This is an optimization exercise on Yosys and OpenROAD, whose aim is small area and a short achievable clock period, not a production implementation. Only simulation tests tie the RTL to the original design; equivalence was not proved. No activity file was given, so power comes from the tool's default toggle rates.

// ahb_slave_mem
module ahb_slave_mem #(
    parameter int ADDR_W      = 6,
    parameter int WAIT_STATES = 1
) (
    input  logic        Hclk,
    input  logic        Hresetn,
    input  logic        Hsel,
    input  logic [31:0] Haddr,
    input  logic        Hwrite,
    input  logic [2:0]  Hsize,
    input  logic [1:0]  Htrans,
    input  logic        Hready,
    input  logic [31:0] Hwdata,
    output logic        Hready_out,
    output logic        Hresp,
    output logic [31:0] Hrdata
);
Settings: LEC_CHECK=0, CAP_MARGIN=20, CORE_MARGIN=2, CORE_UTILIZATION=75, CTS_BUF_LIST=sky130_fd_sc_hd__clkbuf_8 sky130_fd_sc_hd__clkbuf_16, CTS_CLUSTER_DIAMETER=100, CTS_CLUSTER_SIZE=30, SETUP_SLACK_MARGIN=3.5, SLEW_MARGIN=20; clock period 6.0 ns.
standard.sh (not shown) runs the stock make flow with config.mk's settings and CLKGATE_MAP_FILE= SYNTH_SCRIPT=/design/flow/synth_recipe.tcl, a recipe that flattens the netlist after the stock synthesis.
==> flow/flow/run.sh <==
#!/bin/bash
# Layout flow: the standard synthesis, then its logic between the registers
# replaced by a hand-mapped netlist (flow/gen_netlist.py; same registers: names and cell types),
# then the standard ORFS flow from floorplan to finish, with plain buffers
# (not delay cells) on the ports.
set -euo pipefail
R=orfs/results/sky130hd/ahb_slave_mem/base

bash standard.sh synth > synth_standard.log 2>&1
python3 flow/gen_netlist.py $R/1_2_yosys.v > mapped.v 2> gen_netlist.log
cp $R/1_2_yosys.v yosys_standard.v
cp mapped.v $R/1_2_yosys.v
touch $R/1_2_yosys.v $R/1_2_yosys.sdc
rm -f $R/1_synth.odb $R/1_synth.sdc
bash standard.sh "BUFFER_PORTS_ARGS=-buffer_cell sky130_fd_sc_hd__buf_2" finish > flow_finish.log 2>&1
Other scripts of this flow, unchanged in this note and not shown: flow/flow/gen_netlist.py
The first run passed the timing, design-rule and antenna checks.
Next try:
- CORE_UTILIZATION: 75 -> 65
- SETUP_SLACK_MARGIN: 3.5 -> 3.45
Sequential power hardly moves.
Worst setup slack is worse by 0.099 ns.
Hold slack is about the same.
Cell count went up by 3.1%.
Sequential share of layout area barely changes.
Non-clock buffer count went down by 7.

== violet ==
Starting RTL as in the previous note.
// ahb_slave_mem
module ahb_slave_mem #(
    parameter int ADDR_W      = 6,
    parameter int WAIT_STATES = 1
) (
    input  logic        Hclk,
    input  logic        Hresetn,
    input  logic        Hsel,
    input  logic [31:0] Haddr,
    input  logic        Hwrite,
    input  logic [2:0]  Hsize,
    input  logic [1:0]  Htrans,
    input  logic        Hready,
    input  logic [31:0] Hwdata,
    output logic        Hready_out,
    output logic        Hresp,
    output logic [31:0] Hrdata
);
clock: 6.0 ns
lec_check: 0
cap_margin: 20
core_margin: 2
core_utilization: 65
cts_buf_list: sky130_fd_sc_hd__clkbuf_8 sky130_fd_sc_hd__clkbuf_16
cts_cluster_diameter: 100
cts_cluster_size: 30
setup_slack_margin: 3.5
slew_margin: 20
Scripts as last shown in full above: flow/flow/run.sh
Other scripts of this flow, unchanged in this note and not shown: flow/flow/gen_netlist.py
Inputs modified between violet and juniper:
Settings: changing CORE_UTILIZATION from 65 to 45.
==> comparison <==
Per the comparison of juniper with violet, non-clock buffer count up about 13%; global routing usage summed across all routing layers dropped 9.7 points; critical path depth increased by 5 relative to the old numbers; leakage power of the design shows an increase of about 1%. | logic gate share of total power | juniper vs violet | ≈ equal |. Diff violet -> juniper | power after layout | up slightly. Clock share of power (juniper over violet): increase, 0.8 points. Per the comparison of juniper with violet, die area shows an increase of about 44%, maximum buffer depth of the clock tree has remained practically unchanged, share of final layout cell area taken by non-clock buffers climbed 0.19 points. sky130_fd_sc_hd__a222oi_1 as the library cell contributing the largest single delay on the critical path was reported by juniper, and sky130_fd_sc_hd__dfrtp_4 by violet.
> inputs changed (juniper -> garnet)
Settings: CORE_UTILIZATION: 45 -> 55.
On fraction of power consumed by the clock network, juniper tracks garnet almost exactly.
juniper reports its worst-path cell with the longest stage delay as sky130_fd_sc_hd__a222oi_1 while garnet reports sky130_fd_sc_hd__dfrtp_4.
Per the comparison of garnet with juniper, total power consumption of the routed design went up by about 0.33%, clock skew now smaller.

-- what the ideal ports hide --
How much do the figures lean on ideal ports? The routed layouts below were timed once more, with nothing changed but the port constraints.
Step 1 sets driving cells, clkbuf_16 on the clock port and buf_2 on the other inputs (assumed; they add their load-dependent delay and slew).
Step 2 adds t to the input delays and takes it off the output delays; t is the mean of the earliest and latest rising clock arrival at the registers after step 1. Input paths then give back, and output paths get back, about the clock's delay inside the block.
a / b / c = ideal ports / drivers / drivers and shift; a / b = the first two.
| run | t (ns) | setup WS [ns] | worst hold slack (ns) |
|---|---|---|---|
| the first run of note 1 | 0.742 | 3.440 / 3.405 / 2.897 | 0.338 / 0.321 / 0.338 |
| the second run of note 1 | 0.762 | 3.342 / 3.342 / 2.812 | 0.338 / 0.307 / 0.338 |
| violet | 0.762 | 3.458 / 3.381 / 2.863 | 0.339 / 0.306 / 0.339 |
| juniper | 0.793 | 3.434 / 3.363 / 2.857 | 0.332 / 0.275 / 0.332 |
| garnet | 0.791 | 3.441 / 3.359 / 2.883 | 0.338 / 0.336 / 0.338 |
After both steps setup and hold are still met in every run listed. The setup slack of violet, which loses most, moves by -0.077 ns with the drivers and by -0.595 ns with both steps.
